Source: an optimization exercise on an open RTL-to-GDS flow (aim: a short achievable clock period). Production flows keep margins and buffers that such runs may drop.
Function was checked by simulation only, so behaviour that the tests miss may differ from the original.
Power is estimated from default activity; no workload was simulated.

## flow/design.v (module list and top-level ports; edited modules follow where they fit)
// module branch_target_predictor: 1934 lines
// module btb_g_inv: 3 lines
// module btb_g_nand2: 3 lines
// module btb_g_nand3: 3 lines
// module btb_g_nor2: 3 lines
// module btb_g_nor4: 4 lines
// module btb_g_and2: 3 lines
// module btb_g_xor2: 3 lines
// module btb_g_nand4: 4 lines
// module btb_g_o21ai: 3 lines
// module btb_g_a22oi: 4 lines
// module btb_g_xnor2: 3 lines
// module btb_g_o22ai: 4 lines
// module btb_g_mux2i: 3 lines
module branch_target_predictor #(
  parameter int unsigned ADDR_W   = 32,
  parameter int unsigned ENTRIES  = 16,
  parameter logic [1:0]  CTR_INIT = 2'b01,
  parameter int unsigned CNT_W    = 16
) (
  input  logic              clk,
  input  logic              reset,
  input  logic              enable,
  input  logic [ADDR_W-1:0] pc_f,
  output logic              pred_hit,
  output logic              pred_taken,
  output logic [ADDR_W-1:0] pred_target,
  input  logic              upd_valid,
  input  logic [ADDR_W-1:0] upd_pc,
  input  logic              upd_taken,
  input  logic [ADDR_W-1:0] upd_target,
  input  logic              upd_pred_taken,
  input  logic [ADDR_W-1:0] upd_pred_target,
  input  logic              flush_all,
  output logic              mispredict,
  output logic [CNT_W-1:0]  branch_cnt,
  output logic [CNT_W-1:0]  mispred_cnt
);
  // ...
==> flow/flow/run.sh <==
#!/bin/bash
# Own layout flow: the standard synthesis unchanged, then the standard ORFS
# steps with delay cells kept out of buffering (so port buffers and repair
# buffers are real buffers), port buffers of a fixed drive strength, and the
# lookup's ports grouped on one edge (flow/io.tcl, before pin placement).
set -euo pipefail
HERE=$(pwd)
PLAT_DU="sky130_fd_sc_hd__probe_p_8 sky130_fd_sc_hd__probec_p_8 sky130_fd_sc_hd__lpflow_bleeder_1 sky130_fd_sc_hd__lpflow_clkbufkapwr_1 sky130_fd_sc_hd__lpflow_clkbufkapwr_16 sky130_fd_sc_hd__lpflow_clkbufkapwr_2 sky130_fd_sc_hd__lpflow_clkbufkapwr_4 sky130_fd_sc_hd__lpflow_clkbufkapwr_8 sky130_fd_sc_hd__lpflow_clkinvkapwr_1 sky130_fd_sc_hd__lpflow_clkinvkapwr_16 sky130_fd_sc_hd__lpflow_clkinvkapwr_2 sky130_fd_sc_hd__lpflow_clkinvkapwr_4 sky130_fd_sc_hd__lpflow_clkinvkapwr_8 sky130_fd_sc_hd__lpflow_decapkapwr_12 sky130_fd_sc_hd__lpflow_decapkapwr_3 sky130_fd_sc_hd__lpflow_decapkapwr_4 sky130_fd_sc_hd__lpflow_decapkapwr_6 sky130_fd_sc_hd__lpflow_decapkapwr_8 sky130_fd_sc_hd__lpflow_inputiso0n_1 sky130_fd_sc_hd__lpflow_inputiso0p_1 sky130_fd_sc_hd__lpflow_inputiso1n_1 sky130_fd_sc_hd__lpflow_inputiso1p_1 sky130_fd_sc_hd__lpflow_inputisolatch_1 sky130_fd_sc_hd__lpflow_isobufsrc_1 sky130_fd_sc_hd__lpflow_isobufsrc_16 sky130_fd_sc_hd__lpflow_isobufsrc_2 sky130_fd_sc_hd__lpflow_isobufsrc_4 sky130_fd_sc_hd__lpflow_isobufsrc_8 sky130_fd_sc_hd__lpflow_isobufsrckapwr_16 sky130_fd_sc_hd__lpflow_lsbuf_lh_hl_isowell_tap_1 sky130_fd_sc_hd__lpflow_lsbuf_lh_hl_isowell_tap_2 sky130_fd_sc_hd__lpflow_lsbuf_lh_hl_isowell_tap_4 sky130_fd_sc_hd__lpflow_lsbuf_lh_isowell_4 sky130_fd_sc_hd__lpflow_lsbuf_lh_isowell_tap_1 sky130_fd_sc_hd__lpflow_lsbuf_lh_isowell_tap_2 sky130_fd_sc_hd__lpflow_lsbuf_lh_isowell_tap_4"
DU="$PLAT_DU sky130_fd_sc_hd__dlygate4sd1_1 sky130_fd_sc_hd__dlygate4sd2_1 sky130_fd_sc_hd__dlygate4sd3_1 sky130_fd_sc_hd__clkdlybuf4s15_1 sky130_fd_sc_hd__clkdlybuf4s15_2 sky130_fd_sc_hd__clkdlybuf4s18_1 sky130_fd_sc_hd__clkdlybuf4s18_2 sky130_fd_sc_hd__clkdlybuf4s25_1 sky130_fd_sc_hd__clkdlybuf4s25_2 sky130_fd_sc_hd__clkdlybuf4s50_1 sky130_fd_sc_hd__clkdlybuf4s50_2 sky130_fd_sc_hd__dlymetal6s2s_1 sky130_fd_sc_hd__dlymetal6s4s_1 sky130_fd_sc_hd__dlymetal6s6s_1"

bash standard.sh synth > flow_synth.log 2>&1
bash standard.sh "DONT_USE_CELLS=$DU" \
  "BUFFER_PORTS_ARGS=-buffer_cell sky130_fd_sc_hd__buf_6" \
  "PRE_IO_PLACEMENT_TCL=$HERE/flow/io.tcl" \
  "GLOBAL_PLACEMENT_ARGS=-timing_driven_net_weight_max 10 -timing_driven_nets_percentage 20" \
  finish > flow_layout.log 2>&1
==> flow/flow/io.tcl <==
# Pin placement that keeps each critical cone compact: the fetch PC bits
# interleaved with the predicted target bits (and hit/taken) on the left edge;
# the resolved and predicted targets interleaved with the other mispredict
# inputs and output on the right edge. Other pins are placed freely.
set btb_pins {}
for {set k 0} {$k < 32} {incr k} {
  lappend btb_pins "pc_f\[$k\]" "pred_target\[$k\]"
}
lappend btb_pins pred_hit pred_taken
set_io_pin_constraint -pin_names $btb_pins -region left:* -group -order
set mis_pins {}
for {set k 0} {$k < 16} {incr k} {
  lappend mis_pins "upd_target\[$k\]" "upd_pred_target\[$k\]"
}
lappend mis_pins upd_taken upd_pred_taken upd_valid mispredict
for {set k 16} {$k < 32} {incr k} {
  lappend mis_pins "upd_target\[$k\]" "upd_pred_target\[$k\]"
}
set_io_pin_constraint -pin_names $mis_pins -region right:* -group -order
==> flow/standard.sh <==
#!/bin/bash
# synth_recipe.tcl (not shown) runs the flow's synth.tcl, then flattens the netlist and writes it again
# the make line also repeats each setting of config.mk as NAME=value (left out here)
make -C /OpenROAD-flow-scripts/flow DESIGN_CONFIG=/design/flow/config.mk WORK_HOME=/design/flow/orfs CLKGATE_MAP_FILE= SYNTH_SCRIPT=/design/flow/synth_recipe.tcl "${@:-finish}"
==> flow/config.mk <==
export PLATFORM = sky130hd
export DESIGN_NAME = branch_target_predictor
export DESIGN_NICKNAME = branch_target_predictor
export VERILOG_FILES = /design/flow/design.v
export SDC_FILE = /design/flow/constraint.sdc
export NUM_CORES = 4
export LEC_CHECK = 0
export ABC_CLOCK_PERIOD_IN_PS = 2500
export CAP_MARGIN = 20
export CORE_MARGIN = 2
export CORE_UTILIZATION = 65
export PLACE_DENSITY = 0.75
export SETUP_SLACK_MARGIN = 3.0
export SLEW_MARGIN = 20
export SYNTH_HIERARCHICAL = 1
export SYNTH_MINIMUM_KEEP_SIZE = 0
export TNS_END_PERCENT = 20
==> flow/constraint.sdc <==
create_clock -name core_clock -period 7.0 [get_ports {clk}]
set_input_delay 1.4000 -clock core_clock [delete_from_list [all_inputs] [get_ports {clk}]]
set_output_delay 1.4000 -clock core_clock [all_outputs]
set_load 0.01 [all_outputs]
==> reports/metrics.yaml, run 1 <==
outcome:
  outcome: "complete, no violations"
cells_and_area:
  clk_share: 0.05870
  multi_input_cells: 2359
  layout.area.seq_um2: 29790
  design.seq.count: 1008
  nNetsFinal: 4067
  stdcell_area_um2: 58710
  buffer_area_frac: 0.08359
  antenna_cells: 3
  biggestRegsByFlops: "tgt_q (512), tag_q (416), ctr_q (32)"
  layout_commonest_cell: "edfxtp_1"
  layout.clock_buffers: 125
routing:
  drtIter0Drc: 4412
  viasPerCell: 6.790
pwr:
  power_mw: 13.73
  power_leader: "registers"
  share_comb_of_total_power: 0.104
  power_clock_mw: 5.65
  p_seq_mw: 6.67
  p_seq_frac: 0.485
setup_path:
  cpMaxStageDelayCell: "xnor2_1"
  crit_arrival_ns: 3.57
clocking:
  cts_resized: 178
  clock-sinks: 1008
  cts_tree: "built"
  post_cts_buffers: 133
timing:
  fmax_ghz: 0.2012
  hold_viol: 0
logic_synthesis:
  synth_most_common_cell: "edfxtp_1"
  netlist_top_cells_count: "edfxtp_1 (960), xnor2_1 (695), a22oi_2 (320), xor2_1 (257), nor2_1 (241)"
  synth_seq_cells: 1008
  synth.distinct_cells: 35
  yosysTopAreaCell: "edfxtp_1"
global_routing:
  grt_pass1_vias: 33080
  grt_max_degree: 56
floorplan:
  core_area_um2: 74320
  die_w_um: 277.6
placement:
  post_dp_cell_area_um2: 52380
worst_hold_path:
  min_path_cells: 1
==> run 2, diff against run 1 <==
--- a/flow/design.v
+++ b/flow/design.v
@@ -1119,25 +1119,30 @@
   btb_g_nand4 u_hr3 (.a(mh12), .b(mh13), .c(mh14), .d(mh15), .y(hr[3]));
   btb_g_nand4 u_tr3 (.a(mt12), .b(mt13), .c(mt14), .d(mt15), .y(tr[3]));
   btb_g_nor2 u_hz0 (.a(hr[0]), .b(hr[1]), .y(hz[0]));
   btb_g_nor2 u_tz0 (.a(tr[0]), .b(tr[1]), .y(tz[0]));
   btb_g_nor2 u_hz1 (.a(hr[2]), .b(hr[3]), .y(hz[1]));
   btb_g_nor2 u_tz1 (.a(tr[2]), .b(tr[3]), .y(tz[1]));
   btb_g_nand2 u_phit (.a(hz[0]), .b(hz[1]), .y(pred_hit));
   btb_g_nand2 u_ptkn (.a(tz[0]), .b(tz[1]), .y(pred_taken));
+  logic [2-1:0][1:0] tzc;
   logic [8-1:0] tk;
-  btb_g_nand2 u_tk0 (.a(tz[0]), .b(tz[1]), .y(tk[0]));
-  btb_g_nand2 u_tk1 (.a(tz[0]), .b(tz[1]), .y(tk[1]));
-  btb_g_nand2 u_tk2 (.a(tz[0]), .b(tz[1]), .y(tk[2]));
-  btb_g_nand2 u_tk3 (.a(tz[0]), .b(tz[1]), .y(tk[3]));
-  btb_g_nand2 u_tk4 (.a(tz[0]), .b(tz[1]), .y(tk[4]));
-  btb_g_nand2 u_tk5 (.a(tz[0]), .b(tz[1]), .y(tk[5]));
-  btb_g_nand2 u_tk6 (.a(tz[0]), .b(tz[1]), .y(tk[6]));
-  btb_g_nand2 u_tk7 (.a(tz[0]), .b(tz[1]), .y(tk[7]));
+  btb_g_nor2 u_tzc0_0 (.a(tr[0]), .b(tr[1]), .y(tzc[0][0]));
+  btb_g_nor2 u_tzc0_1 (.a(tr[2]), .b(tr[3]), .y(tzc[0][1]));
+  btb_g_nor2 u_tzc1_0 (.a(tr[0]), .b(tr[1]), .y(tzc[1][0]));
+  btb_g_nor2 u_tzc1_1 (.a(tr[2]), .b(tr[3]), .y(tzc[1][1]));
+  btb_g_nand2 u_tk0 (.a(tzc[0][0]), .b(tzc[0][1]), .y(tk[0]));
+  btb_g_nand2 u_tk1 (.a(tzc[0][0]), .b(tzc[0][1]), .y(tk[1]));
+  btb_g_nand2 u_tk2 (.a(tzc[0][0]), .b(tzc[0][1]), .y(tk[2]));
+  btb_g_nand2 u_tk3 (.a(tzc[0][0]), .b(tzc[0][1]), .y(tk[3]));
+  btb_g_nand2 u_tk4 (.a(tzc[1][0]), .b(tzc[1][1]), .y(tk[4]));
+  btb_g_nand2 u_tk5 (.a(tzc[1][0]), .b(tzc[1][1]), .y(tk[5]));
+  btb_g_nand2 u_tk6 (.a(tzc[1][0]), .b(tzc[1][1]), .y(tk[6]));
+  btb_g_nand2 u_tk7 (.a(tzc[1][0]), .b(tzc[1][1]), .y(tk[7]));
   logic [3:0] f_sa, f_sb;
   logic [ADDR_W-1:0] f_tgt_n;
   btb_g_nor2 u_sa0 (.a(f_idx[1]), .b(f_idx[0]), .y(f_sa[0]));
   btb_g_nor2 u_sb0 (.a(f_idx[3]), .b(f_idx[2]), .y(f_sb[0]));
   btb_g_nor2 u_sa1 (.a(f_idx[1]), .b(f_idx_n[0]), .y(f_sa[1]));
   btb_g_nor2 u_sb1 (.a(f_idx[3]), .b(f_idx_n[2]), .y(f_sb[1]));
   btb_g_nor2 u_sa2 (.a(f_idx_n[1]), .b(f_idx[0]), .y(f_sa[2]));
   btb_g_nor2 u_sb2 (.a(f_idx_n[3]), .b(f_idx[2]), .y(f_sb[2]));
==> run 2 against run 1 <==
- still clean
- sequential cell count is the same
- clock skew grew 0.0024 ns
- combinational power shrank 3%
- critical path type unchanged
==> reports/metrics.yaml, run 2 <==
timing:
  slew_viol_final: 0
  slew-limit-headroom: 0.2381
  worst_slew_pin_slew_ns: 1.143
  tns_ns: 0
  setup_viol: 0
  min_period_ns: 4.857
  finalClockSkew_ns: 0.01509
  post-route-period-util: 0.6939
  setup_slack_ns: 2.143
  hold_slack_ns: 0.5278
  rsz0062_at_grt: "true"
  hold_viol: 0  # unchanged
  fmax_ghz: 0.2059  # +2.3%
setup_path:
  crit_arrival_ns: 3.46  # -0.11 ns
  cp.required_ns: 5.60
  r2r_start: "tag_q[16]"
  setup.worst_path.class: "primary input to primary output"
  cp_max_fo: 19
  setup.worst_path.start: "pc_f[22]"
  critPathCaptureType: "primary output"
  start_kind: "primary input"
global_routing:
  grt_pass1_wl_mm: 224.3
  antenna_found_initial: 4
  grtUsageTotal: 0.4047
  grt_max_degree: 53  # -5.4%
  overflow: 0
  grt_pass1_vias: 33050  # -0.091%
logic_synthesis:
  syn_avg_cell_area_um2: 13.99
  synth_area_um2: 48690
  syn_inst: 3480
  ys_seq_area_frac: 0.6118
  yosysWarningCount: 7
  synthTopCellsByArea: "edfxtp_1 (59%), xnor2_1 (13%), a22oi_2 (8.2%)"
  synth_edf_count: 960
  yosysTopAreaCell: "edfxtp_1"
  synth_most_common_cell: "edfxtp_1"
  synth_nets: 3615
  async_flop_share: 0
  netlist_top_cells_count: "edfxtp_1 (960), xnor2_1 (695), a22oi_2 (320), xor2_1 (257), nor2_1 (245)"
  post-synth-top-area-fraction: 0.5921
  ys.flop_type: "edfxtp_1"
  synth.distinct_cells: 35  # unchanged
  synth_seq_cells: 1008  # unchanged
worst_hold_path:
  min_from: "valid_q[13]"
  hp-class: "flip-flop to flip-flop"
routing:
  drtIter0Drc: 5100  # +16%
  via_count: 33840
  totalWireLength_mm: 159.4
  firstDrtPassIters: 6
  drc: 0
  viasPerCell: 6.852  # +0.91%
  wl_per_cell_um: 32.27
  antenna_left: 0
pwr:
  power_mw: 13.49  # -1.8%
  p_seq_frac: 0.494  # +0.009
  p_per_area_nw_per_um2: 233.8
  clkPwrFrac: 0.404
  p_int_mw: 10.28
  irDropWorstVdd_mv: 0.2389
  p_sw_mw: 3.210
  share_comb_of_total_power: 0.102  # -0.002
  switching_share: 0.2380
  p_leak_nw: 18.32
clocking:
  clk_pin_slew_ns: 0.07
  cts_max_level: 3
  clock-sinks: 1008  # unchanged
  clkLatencyLatePin_ns: 0.66
  cts_tree: "built"
  cts_buffer_depth: 3
  clock-root-buffer: "clkbuf_16"
  numCtsBuffers: 101
floorplan:
  core_area_um2: 74320  # unchanged
  die_w_um: 277.7  # about the same
  start_util: 0.6551
  core.rowCount: 100
  die_area_um2: 77110
  ios: 202
  die_h_um: 277.7
cells_and_area:
  regMostFlops: "tgt_q"
  layout_common_cells: "edfxtp_1 (960), xnor2_1 (689), a22oi_2 (320)"
  layout_commonest_cell: "edfxtp_1"
  stdcell_area_um2: 57700  # -1.7%
  multi_input_area_um2: 18940
  layout.area.seq_um2: 29790  # unchanged
  synthToLayoutAreaGrowth_pct: 18.50
  biggestRegsByFlops: "tgt_q (512), tag_q (416), ctr_q (32)"
  nNetsFinal: 4022  # -1.1%
  largest_reg_flops: 512
  fillers: 4335
  post-route-util: 0.7763
  drive_gt1_frac: 0.2334
  stdcell_count: 4939
placement:
  dp_hpwl_mm: 90.30
  post_dp_cell_area_um2: 52390  # about the same
  io_buffers: 199
  place.gp.congestion: 0.9301
  dp.cells: 4622
  place_ws_ns: 1.208
run:
  maxCapViolCount: 0
outcome:
  outcome: "complete, no violations"
==> run 2: changes by cell type after synthesis <==
cell	before	now
nor2_1	241	245
==> run 2: path summary, 6_finish.rpt <==
path                      to  slack [ns]  cells past startpoint
max reg2reg         ctr_q[1]        4.59                      5
max          pred_target[24]        2.14                     11
min              valid_q[13]        0.53                      1
min reg2reg      valid_q[13]        0.53                      1
==> run 2: final cells by class <==
type                            count  area share
Antenna cell                        3   0.0001301
Sequential cell                  1008      0.5163
Inverter                           41    0.002928
Tap cell                          969     0.02101
Clock buffer                      122     0.04771
Timing Repair Buffer              368     0.07365
Timing Repair inverter              2   0.0002602
Multi-Input combinational cell   2365      0.3283
Clock inverter                     61    0.009672
==> run 2: metal layers <==
| metal | part of all wire | track usage | wire, µm | vias up |
|---|---|---|---|---|
| li1 | - | - | - | 13760 |
| met1 | 0.37 | 0.5678 | 58310 | 16970 |
| met2 | 0.44 | 0.6080 | 70670 | 2680 |
| met3 | 0.15 | 0.1058 | 23770 | 423 |
| met4 | 0.040 | 0.1599 | 6454 | 2 |
| met5 | 0.0011 | 0 | 172 | - |
==> run 2: logic make-up after synthesis <==
| kind of cell | after synthesis | synth area share |
|---|---|---|
| compound gates | 361 | 0.08977 |
| xor+xnor | 956 | 0.1726 |
| buf+inv | 109 | 0.01182 |
| flops | 1008 | 0.6118 |
| mux | 58 | 0.01192 |
| simple gates | 988 | 0.1021 |
==> run 2: critical path, stage by stage <==
cell	delay [ns]
buf_16	0.24
xnor2_1	0.16
nand4_1	0.12
nor2_2	0.18
nand4_1	0.27
nand4_1	0.23
buf_6	0.16
nor2_4	0.08
nand2_4	0.13
mux2i_2	0.30
buf_6	0.15
==> run 2: per-module statistics from Yosys, one instance, submodules excluded, excerpt <==
module       cell area, µm²  times used  cells inside
btb_g_nand4           6.256         154             1
btb_g_xor2            8.758          92             1
btb_g_nand2           3.754         206             1
btb_g_nor4            12.51           8             1
btb_g_inv             3.754          37             1
btb_g_and2            6.256          89             1
==> run 2: power groups by stage <==
stage               Combinational, mW  Sequential (mW)  Clock [mW]
finish                           1.38             6.67        5.45
global route                     1.41             6.67        5.69
CTS                              1.30             6.67        5.46
detailed placement               1.19             6.79           0
global placement                 1.17             6.79           0
floorplan                       0.629             6.79           0
==> run 2: repair_timing <==
item / in CTS / in global routing
hold buffers: 0 / 0
resized for setup: 172 / 48
setup endpoints to repair: 98 / 192
cloned: 16 / 1
pin swaps: 18 / 16
setup buffers: 53 / 59

-- what the ideal ports hide --
No port has a modelled driver above. Below, the same layouts with a new extraction and two added sets of constraints. Step 1 (the two cells are an assumption about what drives the block):
set clk [get_ports {clk}]
set_driving_cell -lib_cell sky130_fd_sc_hd__clkbuf_16 $clk
set_driving_cell -lib_cell sky130_fd_sc_hd__buf_2 [delete_from_list [all_inputs] $clk]
Step 2 moves the port delays by t, midway between the first and last clock arrival at a register: inputs arrive t later, outputs are due t later. That takes back most of the time a late clock gives input paths. Slacks: no drivers / after step 1 / after step 2; pairs: no drivers / after step 1.
run	shift t [ns]	setup WS [ns]	worst register clock-pin slew, ns	worst data-port slew with drivers (ns)
run 1	0.744	2.029 / 1.917 / 1.917	0.07 / 0.07	0.23
run 2	0.726	2.143 / 2.056 / 2.056	0.07 / 0.07	0.17
After both steps every run listed still meets setup and hold. The setup slack of run 1, which loses most, moves by -0.112 ns with the drivers and by -0.112 ns with both steps.
